From an optimization exercise on the open Yosys and OpenROAD flow, aimed at small area, a short achievable clock period and few clock cycles per item; shortcuts taken in it are not production practice. Function not checked in this run: the RTL went through the layout flow alone. Power is estimated from default activity; no workload was simulated.

`design/flow/config.mk`:
```
export PLATFORM = sky130hd
export DESIGN_NAME = noise_estimation_top
export DESIGN_NICKNAME = noise_estimation_top
export VERILOG_FILES = /design/flow/design.v
export SDC_FILE = /design/flow/constraint.sdc
export NUM_CORES = 4
export LEC_CHECK = 0
export CAP_MARGIN = 20
export CORE_MARGIN = 2
export CORE_UTILIZATION = 40
export SLEW_MARGIN = 20
```
`design/flow/run.sh`:
```
#!/bin/bash
# synth_recipe.tcl (not shown) runs the flow's synth.tcl, then flattens the netlist and writes it again
# the make line also repeats each setting of config.mk as NAME=value (left out here)
make -C /OpenROAD-flow-scripts/flow DESIGN_CONFIG=/design/flow/config.mk WORK_HOME=/design/flow/orfs CLKGATE_MAP_FILE= SYNTH_SCRIPT=/design/flow/synth_recipe.tcl finish
```
`design/flow/constraint.sdc`:
```
create_clock -name core_clock -period 8.0 [get_ports {clk}]
set_input_delay 1.6000 -clock core_clock [delete_from_list [all_inputs] [get_ports {clk}]]
set_output_delay 1.6000 -clock core_clock [all_outputs]
set_load 0.01 [all_outputs]
```
`design/flow/design.v`:
```
package noise_data_pkg;
	localparam int sample_w    = 8;   
	localparam int sum_w       = 14;  
	localparam int sq_sum_w    = 22;  
	localparam int var_w       = 16;  
	localparam int noise_sum_w = 20;  
	typedef struct packed {
		logic [sample_w-1:0] mean;
		logic [var_w-1:0]    variance;
		logic [3:0]          block_index;  
	} block_stat_t;
	typedef struct packed {
		logic [var_w-1:0] noise_level;
		logic [4:0]       block_count;  
	} noise_result_t;
endpackage
package noise_ctrl_pkg;
	localparam int block_samples   = 64;
	localparam int block_log2      = 6;
	localparam int addr_w          = 6;  
	localparam int max_blocks_log2 = 4;  
	typedef enum logic [1:0] {
		idle          = 2'd0,
		read_block    = 2'd1,  
		wait_for_mean = 2'd2,  
		drain         = 2'd3   
	} ctrl_state_t;
	typedef struct packed {
		logic                                bank;
		logic [7:0]                          mean;
		logic [max_blocks_log2-1:0]          block_index;
		logic                                last;  
	} variance_job_t;
endpackage
module noise_estimation_fsm (
	input  logic                                  clk,
	input  logic                                  rst_n,
	input  logic                                  start_of_frame,
	input  logic [2:0]                            blocks_log2,
	input  logic                                  sample_valid,
	input  logic                                  mean_ready,
	input  logic [noise_data_pkg::sample_w-1:0]   mean,
	input  logic                                  variance_busy,
	input  logic                                  variance_done,
	input  logic                                  variance_last,
	output logic                                  sample_ready,
	output logic                                  wr_en,
	output logic                                  wr_bank,
	output logic [noise_ctrl_pkg::addr_w-1:0]     wr_addr,
	output logic                                  block_clear,
	output logic                                  variance_start,
	output noise_ctrl_pkg::variance_job_t         variance_job
);
	noise_ctrl_pkg::ctrl_state_t state, next_state;
	logic [noise_ctrl_pkg::addr_w-1:0]          sample_cnt;
	logic [noise_ctrl_pkg::max_blocks_log2-1:0] block_idx;
	logic [2:0]                                 blocks_q;     
	logic [noise_ctrl_pkg::max_blocks_log2:0]   block_total;
	logic                                       last_block;
	logic                                       mean_pend;    
	logic                                       have_mean;
	assign block_total = {{noise_ctrl_pkg::max_blocks_log2{1'b0}}, 1'b1} << blocks_q;
	assign last_block  = ({1'b0, block_idx} == block_total - 1'b1);
	assign have_mean   = mean_ready | mean_pend;
	assign wr_en   = sample_valid & sample_ready;
	assign wr_addr = sample_cnt;
	assign variance_job.bank        = wr_bank;
	assign variance_job.mean        = mean;
	assign variance_job.block_index = block_idx;
	assign variance_job.last        = last_block;
	always_comb begin
		next_state     = state;
		sample_ready   = 1'b0;
		block_clear    = 1'b0;
		variance_start = 1'b0;
		case (state)
			noise_ctrl_pkg::idle: begin
				if (start_of_frame) begin
					next_state  = noise_ctrl_pkg::read_block;
					block_clear = 1'b1;
				end
			end
			noise_ctrl_pkg::read_block: begin
				sample_ready = 1'b1;
				if (sample_valid && (&sample_cnt))
					next_state = noise_ctrl_pkg::wait_for_mean;  
			end
			noise_ctrl_pkg::wait_for_mean: begin
				if (have_mean && !variance_busy) begin
					variance_start = 1'b1;
					if (last_block) begin
						next_state = noise_ctrl_pkg::drain;
					end else begin
						next_state  = noise_ctrl_pkg::read_block;
						block_clear = 1'b1;
					end
				end
			end
			noise_ctrl_pkg::drain: begin
				if (variance_done && variance_last)
					next_state = noise_ctrl_pkg::idle;
			end
			default: next_state = noise_ctrl_pkg::idle;
		endcase
	end
	always_ff @(posedge clk or negedge rst_n) begin
		if (!rst_n) begin
			state      <= noise_ctrl_pkg::idle;
			sample_cnt <= '0;
			block_idx  <= '0;
			blocks_q   <= '0;
			wr_bank    <= 1'b0;
			mean_pend  <= 1'b0;
		end else begin
			state <= next_state;
			if (state == noise_ctrl_pkg::idle && start_of_frame) begin
				blocks_q  <= blocks_log2;
				block_idx <= '0;
			end
			if (block_clear)
				sample_cnt <= '0;
			else if (wr_en)
				sample_cnt <= sample_cnt + 1'b1;
			if (variance_start) begin
				mean_pend <= 1'b0;
				block_idx <= block_idx + 1'b1;
				wr_bank   <= ~wr_bank;  
			end else if (mean_ready) begin
				mean_pend <= 1'b1;
			end
		end
	end
endmodule
module block_buffer (
	input  logic                                clk,
	input  logic                                wr_en,
	input  logic                                wr_bank,
	input  logic [noise_ctrl_pkg::addr_w-1:0]   wr_addr,
	input  logic [noise_data_pkg::sample_w-1:0] wr_data,
	input  logic                                rd_bank,
	input  logic [noise_ctrl_pkg::addr_w-1:0]   rd_addr,
	output logic [noise_data_pkg::sample_w-1:0] rd_data
);
	logic [noise_data_pkg::sample_w-1:0] mem [2][noise_ctrl_pkg::block_samples];
	always_ff @(posedge clk) begin
		if (wr_en)
			mem[wr_bank][wr_addr] <= wr_data;
	end
	always_ff @(posedge clk) begin
		rd_data <= mem[rd_bank][rd_addr];
	end
endmodule
module block_mean (
	input  logic                                clk,
	input  logic                                rst_n,
	input  logic                                sample_accept,
	input  logic [noise_data_pkg::sample_w-1:0] sample_data,
	input  logic                                block_clear,
	output logic                                mean_ready,
	output logic [noise_data_pkg::sample_w-1:0] mean
);
	logic [noise_data_pkg::sum_w-1:0]    sum;
	logic [noise_data_pkg::sum_w-1:0]    sum_next;
	logic [noise_ctrl_pkg::block_log2-1:0] accept_cnt;
	logic                                block_full;  
	assign sum_next   = sum + sample_data;
	assign block_full = sample_accept && (&accept_cnt);
	always_ff @(posedge clk or negedge rst_n) begin
		if (!rst_n) begin
			sum        <= '0;
			accept_cnt <= '0;
			mean_ready <= 1'b0;
		end else begin
			mean_ready <= block_full;
			if (block_clear) begin
				sum        <= '0;
				accept_cnt <= '0;
			end else if (sample_accept) begin
				sum        <= sum_next;
				accept_cnt <= accept_cnt + 1'b1;  
			end
		end
	end
	always_ff @(posedge clk) begin
		if (block_full)
			mean <= sum_next[noise_ctrl_pkg::block_log2 +: noise_data_pkg::sample_w];
	end
endmodule
module block_variance (
	input  logic                                clk,
	input  logic                                rst_n,
	input  logic                                variance_start,
	input  noise_ctrl_pkg::variance_job_t       variance_job,
	input  logic [noise_data_pkg::sample_w-1:0] rd_data,
	output logic                                rd_bank,
	output logic [noise_ctrl_pkg::addr_w-1:0]   rd_addr,
	output logic                                variance_busy,
	output logic                                variance_done,
	output logic                                variance_last,
	output noise_data_pkg::block_stat_t         block_stat
);
	localparam logic [noise_ctrl_pkg::addr_w-1:0] last_addr = noise_ctrl_pkg::addr_w'(
		noise_ctrl_pkg::block_samples - 1);
	noise_ctrl_pkg::variance_job_t job_q;
	logic                                    reading;   
	logic                                    rd_valid;  
	logic                                    rd_final;  
	logic [noise_data_pkg::sample_w-1:0]     dev;
	logic [2*noise_data_pkg::sample_w-1:0]   dev_sq;
	logic [noise_data_pkg::sq_sum_w-1:0]     sq_sum;
	logic [noise_data_pkg::sq_sum_w-1:0]     sq_sum_next;
	assign rd_bank = job_q.bank;
	assign dev         = (rd_data >= job_q.mean) ? rd_data - job_q.mean : job_q.mean - rd_data;
	assign dev_sq      = dev * dev;
	assign sq_sum_next = sq_sum + dev_sq;
	always_ff @(posedge clk or negedge rst_n) begin
		if (!rst_n) begin
			reading       <= 1'b0;
			rd_addr       <= '0;
			rd_valid      <= 1'b0;
			rd_final      <= 1'b0;
			sq_sum        <= '0;
			variance_busy <= 1'b0;
			variance_done <= 1'b0;
			variance_last <= 1'b0;
		end else begin
			rd_valid      <= reading;
			rd_final      <= reading && (rd_addr == last_addr);
			variance_done <= rd_final;  
			if (variance_start) begin
				reading       <= 1'b1;
				rd_addr       <= '0;
				variance_busy <= 1'b1;
			end else if (reading) begin
				rd_addr <= rd_addr + 1'b1;
				if (rd_addr == last_addr)
					reading <= 1'b0;
			end
			if (rd_final) begin
				sq_sum        <= '0;
				variance_busy <= 1'b0;  
				variance_last <= job_q.last;
			end else if (rd_valid) begin
				sq_sum <= sq_sum_next;
			end
		end
	end
	always_ff @(posedge clk) begin
		if (variance_start)
			job_q <= variance_job;
		if (rd_final)
		begin
			block_stat.mean        <= job_q.mean;
			block_stat.variance    <= sq_sum_next[noise_ctrl_pkg::block_log2 +: noise_data_pkg::var_w];
			block_stat.block_index <= job_q.block_index;
		end
	end
endmodule
module noise_accumulator (
	input  logic                          clk,
	input  logic                          rst_n,
	input  logic                          variance_done,
	input  logic                          variance_last,
	input  noise_data_pkg::block_stat_t   block_stat,
	input  logic [2:0]                    blocks_log2,
	output logic                          noise_valid,
	output noise_data_pkg::noise_result_t noise_result
);
	logic [noise_data_pkg::noise_sum_w-1:0]   noise_sum;
	logic [noise_data_pkg::noise_sum_w-1:0]   noise_sum_next;
	logic [noise_data_pkg::noise_sum_w-1:0]   noise_shifted;
	logic [noise_ctrl_pkg::max_blocks_log2:0] block_cnt;
	logic [noise_ctrl_pkg::max_blocks_log2:0] block_cnt_next;
	assign noise_sum_next = noise_sum + block_stat.variance;
	assign block_cnt_next = block_cnt + 1'b1;
	assign noise_shifted  = noise_sum_next >> blocks_log2;  
	always_ff @(posedge clk or negedge rst_n) begin
		if (!rst_n) begin
			noise_sum   <= '0;
			block_cnt   <= '0;
			noise_valid <= 1'b0;
		end else begin
			noise_valid <= variance_done && variance_last;
			if (variance_done) begin
				if (variance_last) begin
					noise_sum <= '0;  
					block_cnt <= '0;
				end else begin
					noise_sum <= noise_sum_next;
					block_cnt <= block_cnt_next;
				end
			end
		end
	end
	always_ff @(posedge clk) begin
		if (variance_done && variance_last)
		begin
			noise_result.noise_level <= noise_shifted[noise_data_pkg::var_w-1:0];
			noise_result.block_count <= block_cnt_next;
		end
	end
endmodule
module noise_estimation_top (
	input  logic                                clk,
	input  logic                                rst_n,
	input  logic                                start_of_frame,
	input  logic [2:0]                          blocks_log2,
	input  logic                                sample_valid,
	input  logic [noise_data_pkg::sample_w-1:0] sample_data,
	output logic                                sample_ready,
	output logic                                block_stat_valid,
	output logic [27:0]                         block_stat,    
	output logic                                noise_valid,
	output logic [20:0]                         noise_result   
);
	logic                                wr_en;
	logic                                wr_bank;
	logic [noise_ctrl_pkg::addr_w-1:0]   wr_addr;
	logic                                rd_bank;
	logic [noise_ctrl_pkg::addr_w-1:0]   rd_addr;
	logic [noise_data_pkg::sample_w-1:0] rd_data;
	logic                                block_clear;
	logic                                mean_ready;
	logic [noise_data_pkg::sample_w-1:0] mean;
	logic                                variance_start;
	noise_ctrl_pkg::variance_job_t       variance_job;
	logic                                variance_busy;
	logic                                variance_last;
	noise_estimation_fsm u_fsm (
		.clk            (clk),
		.rst_n          (rst_n),
		.start_of_frame (start_of_frame),
		.blocks_log2    (blocks_log2),
		.sample_valid   (sample_valid),
		.mean_ready     (mean_ready),
		.mean           (mean),
		.variance_busy  (variance_busy),
		.variance_done  (block_stat_valid),
		.variance_last  (variance_last),
		.sample_ready   (sample_ready),
		.wr_en          (wr_en),
		.wr_bank        (wr_bank),
		.wr_addr        (wr_addr),
		.block_clear    (block_clear),
		.variance_start (variance_start),
		.variance_job   (variance_job)
	);
	block_buffer u_buffer (
		.clk     (clk),
		.wr_en   (wr_en),
		.wr_bank (wr_bank),
		.wr_addr (wr_addr),
		.wr_data (sample_data),
		.rd_bank (rd_bank),
		.rd_addr (rd_addr),
		.rd_data (rd_data)
	);
	block_mean u_mean (
		.clk           (clk),
		.rst_n         (rst_n),
		.sample_accept (wr_en),  
		.sample_data   (sample_data),
		.block_clear   (block_clear),
		.mean_ready    (mean_ready),
		.mean          (mean)
	);
	block_variance u_variance (
		.clk            (clk),
		.rst_n          (rst_n),
		.variance_start (variance_start),
		.variance_job   (variance_job),
		.rd_data        (rd_data),
		.rd_bank        (rd_bank),
		.rd_addr        (rd_addr),
		.variance_busy  (variance_busy),
		.variance_done  (block_stat_valid),
		.variance_last  (variance_last),
		.block_stat     (block_stat)
	);
	noise_accumulator u_accum (
		.clk           (clk),
		.rst_n         (rst_n),
		.variance_done (block_stat_valid),
		.variance_last (variance_last),
		.block_stat    (block_stat),
		.blocks_log2   (blocks_log2),
		.noise_valid   (noise_valid),
		.noise_result  (noise_result)
	);
endmodule
```
==> tab_implementation.tex <==
\begin{tabular}{lr}
\hline
Metric & Value \\
\hline
\multicolumn{2}{l}{\textbf{Outcome}} \\
Run status & finished clean \\
\multicolumn{2}{l}{\textbf{CTS}} \\
Clock insertion delay at the later pin of the skew report & 770 ps \\
Clock sinks & 1201 \\
CTS buffer count & 120 \\
Max clock buf depth & 3 \\
Root buffer cell & clkbuf\_16 \\
TritonCTS clock tree & done \\
Clock edge transition at the registers on the reported setup and hold paths & 60 ps \\
\# H-tree levels & 3 \\
Hold-fix buffers at CTS & 0 \\
Setup Buffers After CTS & 0 \\
Quantity of gates resized following cts & 0 \\
\multicolumn{2}{l}{\textbf{Placed design}} \\
Half-perimeter wire length after placement & 72.2 mm \\
Setup Slack @ Placement & 673 ps \\
Post-Place Cell Area & 0.0533 mm² \\
Count of buffers inserted at the top-level ports & 66 \\
Final weighted congestion in routability-driven placement & 0.852 \\
\multicolumn{2}{l}{\textbf{Final layout}} \\
Number of diodes added for antenna fixing & 0 \\
Filler Cells Inserted & 10700 \\
Utilization of the core after routing & 45.5\% \\
Ratio of cells with drive above 1 in the final layout & 21.0\% \\
Nets & 2960 \\
Area growth from synthesis to final layout & 12.7\% \\
Post-route cell area & 0.0573 mm² \\
\multicolumn{2}{l}{\textbf{GRT}} \\
First-pass GRT wire length & 175 mm \\
Via count of the first global-routing pass & 26200 \\
Remaining global-route overflow & 0 \\
Maximum number of pins on one net before global-route repair & 117 \\
Initial antenna violation count & 4 \\
Total routing usage reported by global routing & 18.0\% \\
\multicolumn{2}{l}{\textbf{Logic synthesis}} \\
Number of flip-flops and latches in the synthesized netlist & 1201 \\
Number of synthesized flops with an enable pin & 1095 \\
Mapped Avg Cell Area & 18.6 µm² \\
Predominant post-synthesis flop cell & edfxtp\_1 \\
Most common cell in the netlist & edfxtp\_1 \\
Portion of the post-synthesis area used by sequential elements & 69.8\% \\
Synth warn & 5 \\
Cell count after synthesis & 2726 \\
Largest cells by area after synthesis & edfxtp\_1, mux4\_2, dfrtp\_1 \\
Library cell occupying the most area in the post-synthesis netlist & edfxtp\_1 \\
FFs w/ async S/R, synth & 8.16\% \\
Leading cell types by count after synthesis & edfxtp\_1, mux4\_2, nor2\_1 \\
Net count after synthesis & 2869 \\
Distinct cells, synth & 61 \\
Post-synth top area share & 64.7\% \\
Area of the mapped netlist & 0.0508 mm² \\
\multicolumn{2}{l}{\textbf{STA}} \\
Max-Slew Margin vs Limit & 29.8\% \\
Count of final setup violators & 0 \\
Final count of pins violating max slew & 0 \\
Final Hold Viols & 0 \\
Worst clock skew & 80.7 ps \\
Highest clock rate & 137 MHz \\
Setup repair after global routing missed its margin & no \\
Total Neg Setup Slack & 0 ps \\
Post-layout minimum cycle time & 7320 ps \\
Crit path setup slack, layout & 682 ps \\
Final period utilization & 91.5\% \\
Actual slew at the worst max-slew pin & 1050 ps \\
\multicolumn{2}{l}{\textbf{Routing}} \\
Routed length on met2 & 57.7 mm \\
Vias post-DR & 25500 \\
Length of routed met3 wiring & 6.07 mm \\
Antenna violation net count after detailed routing & 0 \\
Detailed-routing iteration count for the pre-antenna-repair pass & 5 \\
DRC Markers & 0 \\
Met1 routed wirelength after detailed routing & 50.1 mm \\
DRC violation total after the first TritonRoute iteration & 2366 \\
Number of vias per cell after detailed routing & 5.59 \\
Wire length reported by the detailed router & 117 mm \\
Post-detailed-route wirelength per cell & 25.6 µm \\
Top layer reached by signal wires & met4 \\
\multicolumn{2}{l}{\textbf{Pwr}} \\
Max VDD drop & 0.220 mV \\
Leakage & 18.6 nW \\
Power density over the cells & 260 mW/mm² \\
PnR Total Power & 14.9 mW \\
\multicolumn{2}{l}{\textbf{Setup path}} \\
WP data arrival & 7940 ps \\
Startpoint types & flip-flop \\
Required time reported for the critical path endpoint & 8630 ps \\
Cell type of the slowest stage on the worst timing path & xnor2\_1 \\
Category of the critical setup timing path & flip-flop to flip-flop \\
Critical Path Max Stage Delay & 710 ps \\
Setup crit end kind & flip-flop \\
Cell Chain, Critical Path & ha\_1 -> inv\_1 -> fa\_1 -> a21o\_1 -> a21oi\_1 -> and3\_1 -> o21ai\_2 -> mux2i\_1 -> xnor2\_1 -> nor2\_1 -> fa\_1 -> fa\_1 -> fa\_1 -> inv\_1 -> fa\_1 -> inv\_1 -> ha\_1 -> nand2\_1 -> o21ai\_0 -> nand2\_1 -> o311ai\_0 -> o221ai\_1 -> or3\_1 -> a21oi\_1 \\
Most Frequent Cell on Critical Path & fa\_1 \\
Maximum fanout count along the critical path & 10 \\
\multicolumn{2}{l}{\textbf{Die}} \\
Floorplan die area & 0.130 mm² \\
Starting density of the core & 40.4\% \\
Num ports & 67 \\
DIE HEIGHT & 360 µm \\
Die outline width & 360 µm \\
Core area & 0.126 mm² \\
Number of standard-cell rows in the floorplan & 130 \\
\multicolumn{2}{l}{\textbf{Min path}} \\
Kind of path behind the tightest hold check & flip-flop to flip-flop \\
\multicolumn{2}{l}{\textbf{Run}} \\
Max Cap Viol & 0 \\
\hline
\end{tabular}
## layout by cell type, fill, tap and decap left out, drive strengths merged, types with 5 or more instances in the layout
| cell | instances |
|---|---|
| o21ai | 55 |
| mux2i | 34 |
| nand2 | 84 |
| xor2 | 31 |
| edfxtp | 1095 |
| nor3 | 15 |
| fa | 41 |
| o2bb2ai | 10 |
| o41ai | 6 |
| xnor2 | 47 |
| a31oi | 8 |
| inv | 117 |
| o21a | 6 |
| bufinv | 13 |
| and3 | 10 |
| or2 | 10 |
| ha | 87 |
| and2 | 6 |
| clkdlybuf4s50 | 57 |
| a21o | 23 |
| dfxtp | 8 |
| clkbuf | 142 |
| nor2b | 16 |
| or3 | 8 |
| a21oi | 47 |
| nand4 | 11 |
| clkinv | 61 |
| buf | 43 |
| mux2 | 16 |
| mux4 | 345 |
| dfrtp | 98 |
| o31ai | 12 |
| nand3 | 29 |
| nor2 | 250 |
| o211ai | 6 |
| a22o | 10 |
| o22ai | 7 |
| nand2b | 5 |
## worst max-delay path: cells and delay by family, from the launching register on
kind / cells / cell delay (ps)
XOR/XNOR: 1 / 710
multiplexers: 1 / 170
flip-flops: 1 / 370
AND/OR/NAND/NOR: 5 / 1040
adder cells (fa/ha/maj): 7 / 2950
AO/OA/AOI/OAI: 7 / 1840
buffers and inverters: 3 / 150
## cells by family (layout without fill, tap and decap cells)
kind of cell             count (synthesis)  count (layout)  synth area share, %
multiplexers                           395             395                 16.3
XOR/XNOR                                78              78                 1.34
flip-flops                            1201            1201                 69.8
adder cells (fa/ha/maj)                128             128                 3.76
AO/OA/AOI/OAI                          226             226                 2.98
buffers and inverters                  242             437                 1.91
AND/OR/NAND/NOR                        456             456                 3.88
## flip-flops by register name, summed over array words and instances, names as in the netlist, 2 cells and up
name	cells
u_buffer.mem	1024
u_variance.block_stat	28
u_variance.sq_sum	22
u_accum.noise_result	21
u_accum.noise_sum	20
u_mean.sum	14
u_variance.job_q	14
u_buffer.rd_data	8
u_mean.mean	8
u_fsm.sample_cnt	6
u_mean.accept_cnt	6
u_variance.rd_addr	6
u_accum.block_cnt	5
u_fsm.block_idx	4
u_fsm.blocks_q	3
u_fsm.state	2
## metrics by stage
stage                     cells  hold slack (ps)
final                      4571              415
after global routing       4571              413
after CTS                  4571              403
after detailed placement   4345              405
after global placement     4345              403
after floorplan            2726              352
## power breakdown
part	switching [mW]	internal, mW	leakage [nW]
Combinational	1.35	0.720	5.49
Sequential	0.127	7.08	11.2
Clock	2.42	3.20	1.94
## routing by layer
metal | vias up | global-route usage, %
met5 | - | 0
met4 | 0 | 5.03
met3 | 185 | 2.67
met2 | 818 | 29.9
met1 | 13500 | 24.8
li1 | 11000 | -
## cell type report
type                            count  area [µm²]  area share [%]
Clock buffer                      142        3100            5.40
Clock inverter                     84         863            1.51
Inverter                          111         417           0.727
Multi-Input combinational cell   1283       14400            25.1
Sequential cell                  1201       35500            62.0
Tap cell                         1650        2060            3.60
Timing Repair Buffer              100         931            1.63
## final timing paths
kind	slack (ps)	cells past startpoint	from	endpoint
setup / recovery	680	24	u_variance.job_q[5]$_DFFE_PP_	u_variance.sq_sum[20]$_DFFE_PN0P_
hold / removal	410	0	u_mean.mean[7]$_DFFE_PP_	u_variance.job_q[12]$_DFFE_PP_
setup reg to reg	680	24	u_variance.job_q[5]$_DFFE_PP_	u_variance.sq_sum[20]$_DFFE_PN0P_
hold reg to reg	410	0	u_mean.mean[7]$_DFFE_PP_	u_variance.job_q[12]$_DFFE_PP_
max in group asynchronous	5750	2	rst_n	u_variance.rd_addr[0]$_DFFE_PN0P_
min in group asynchronous	820	1	rst_n	u_accum.noise_sum[2]$_DFFE_PN0P_

-- re-timing with driven ports --
In the flow no input, the clock included, has a driving cell. The finished layout below was timed again as built, in two steps.
Step 1 (the two cells are an assumption about what drives the block):
set clk [get_ports {clk}]
set_driving_cell -lib_cell sky130_fd_sc_hd__clkbuf_16 $clk
set_driving_cell -lib_cell sky130_fd_sc_hd__buf_2 [delete_from_list [all_inputs] $clk]
Step 2, shift: input delay + t, output delay - t, t = (earliest + latest rising clock arrival at the registers) / 2. This alone moves slack from input paths to output paths.
Three values: ideal ports, drivers, drivers and shift; two values: the first two.
t (ns): 0.806
setup slack, ns: 0.682 / 0.682 / 0.682
worst setup path after step 2: register to register
After both steps this run still meets setup and hold. The setup slack of this run moves by 0.000 ns with the drivers and by 0.000 ns with both steps.
